Context: an optimization exercise on an open-source flow, tuned for small area. The choices shown serve that exercise and are no tape-out recipe. Function was checked by simulation only, so behaviour that the tests miss may differ from the original.

## alpha
## timing_tracker_top
module timing_tracker_top (
    input  logic         i_clk,
    input  logic         i_rstn,
    input  logic [27:0]  i_slots,
    output logic [383:0] o_intra,
    output logic [383:0] o_inter,
    output logic [11:0]  o_faw_last
);
clock: 5.0 ns
lec_check: 0
cap_margin: 20
core_margin: 2
core_utilization: 40
slew_margin: 20
standard.sh (not shown) runs the stock make flow with config.mk's settings and CLKGATE_MAP_FILE= SYNTH_SCRIPT=/design/flow/synth_recipe.tcl, a recipe that flattens the netlist after the stock synthesis.
==> flow/flow/run.sh <==
#!/bin/bash
# own layout flow: the standard synthesis, its combinational logic re-mapped for area by
# ABC (registers untouched), then the standard ORFS floorplan to finish
set -euo pipefail
W=$(pwd)
R=$W/orfs/results/$FLOW_PLATFORM/timing_tracker_top/base
YOSYS=$FLOW_HOME/../tools/install/yosys/bin/yosys
LIB=$FLOW_HOME/platforms/sky130hd/lib/sky130_fd_sc_hd__tt_025C_1v80.lib

# 1. standard synthesis, netlist only
bash standard.sh "$R/1_2_yosys.v" > synth_std.log 2>&1
cp "$R/1_2_yosys.v" "$W/1_2_yosys.std.v"

# 2. re-map the logic between the registers
SEQ=$(grep -o 'sky130_fd_sc_hd__[a-z0-9_]*' "$W/1_2_yosys.std.v" | sort -u | grep -E '__(e|s|se)?df|__dl|__conb' | sed 's/^/=/' | tr '\n' ' ')
DONTUSE="-dont_use sky130_fd_sc_hd__lpflow_* -dont_use sky130_fd_sc_hd__probe*"
PS=$(python3 -c "print(int(float('$FLOW_PERIOD_NS')*1000))")
sed -e "s|{LIB}|$LIB|g" -e "s|{IN}|$W/1_2_yosys.std.v|" -e "s|{TOP}|$FLOW_TOP|" -e "s|{SEQ}|$SEQ|" \
    -e "s|{ABC}|$W/flow/resyn.abc|" -e "s|{PS}|$PS|" -e "s|{DONTUSE}|$DONTUSE|" \
    -e "s|{STAT}|$W/resyn_stat.txt|" -e "s|{OUT}|$W/1_2_yosys.resyn.v|" flow/resyn.ys > resyn_run.ys
"$YOSYS" -s resyn_run.ys > resyn.log 2>&1
sleep 1
cp "$W/1_2_yosys.resyn.v" "$R/1_2_yosys.v"
touch "$R/1_2_yosys.v"

# 3. the standard flow from the netlist on, port buffers of the smallest buffer
bash standard.sh 'BUFFER_PORTS_ARGS=-buffer_cell sky130_fd_sc_hd__buf_1' finish > flow_std.log 2>&1
==> flow/flow/resyn.abc <==
strash
&get -n
&deepsyn -T 60
&put
dch -f
map -a
topo
==> flow/flow/resyn.ys <==
# re-map the standard synthesis's combinational logic for area; registers are kept as they are
read_liberty -ignore_miss_func -wb {LIB}
read_verilog {IN}
hierarchy -top {TOP}
setattr -mod -set keep_hierarchy 1 {SEQ}
flatten -wb
opt_clean -purge
opt -purge
abc -liberty {LIB} -script {ABC} -D {PS} {DONTUSE}
opt_clean -purge
hilomap -singleton -hicell sky130_fd_sc_hd__conb_1 HI -locell sky130_fd_sc_hd__conb_1 LO
insbuf -buf sky130_fd_sc_hd__buf_4 A X
splitnets
opt_clean -purge
rename -hide w:*.*
tee -o {STAT} stat -liberty {LIB}
write_verilog -noattr -nohex -nodec {OUT}
alpha went all the way through synthesis, placement and routing and the layout is clean on timing, DRC and antenna.
Modified inputs, beta compared to alpha
==> flow/run.sh (new file) <==
#!/bin/bash
# synth_recipe.tcl (not shown) runs the flow's synth.tcl, then flattens the netlist and writes it again
# the make line also repeats each setting of config.mk as NAME=value (left out here)
make -C /OpenROAD-flow-scripts/flow DESIGN_CONFIG=/design/flow/config.mk WORK_HOME=/design/flow/orfs CLKGATE_MAP_FILE= SYNTH_SCRIPT=/design/flow/synth_recipe.tcl finish
removed: flow/flow/run.sh
removed: flow/flow/resyn.abc
removed: flow/flow/resyn.ys
removed: flow/standard.sh
[summary]
- Against alpha as the reference, beta delivers a higher final clock period utilization by the worst path.
- Comparing the two runs side by side, beta comes out behind alpha on setup slack of the critical path after layout.
- Going from alpha to beta, the critical path depth was found to have gone up by 6.
- beta: done, clean on timing, DRC and antenna
- Taking alpha as the reference, in beta critical-path maximum fanout down 16, die extent in y up 8.8%, placed cell count up about 6%, total cell area at the placement stage up 36%, effective utilization at floorplan up 0.15 points.
- Taking alpha as 1.0, beta lands at 1.09 on floorplan row count.
- Timing startpoint of the critical path: ic_wr_q -> beta, ia_q[5] -> alpha

## what the ideal ports hide
Ports are ideal in the flow. The routed layouts listed here were re-timed in OpenROAD. Step 1: set_driving_cell puts a clkbuf_16 on i_clk and a buf_2 on each other input, an assumption about the parent block. Step 2 times the ports against the registers' clock, not the clock port: input delays grow and output delays shrink by t, the midpoint of the rising clock arrivals with the driver on. Three values: ideal, step 1, step 2; two values: the first two.
run | t (ns) | setup WS [ns] | worst data-port slew with drivers (ns)
alpha | 0.643 | 0.781 / 0.718 / 0.487 | 0.16
beta | 0.678 | 0.240 / 0.171 / 0.442 | 0.19
After both steps every run listed still meets setup and hold. The setup slack of alpha, which loses most, moves by -0.063 ns with the drivers and by -0.294 ns with both steps.
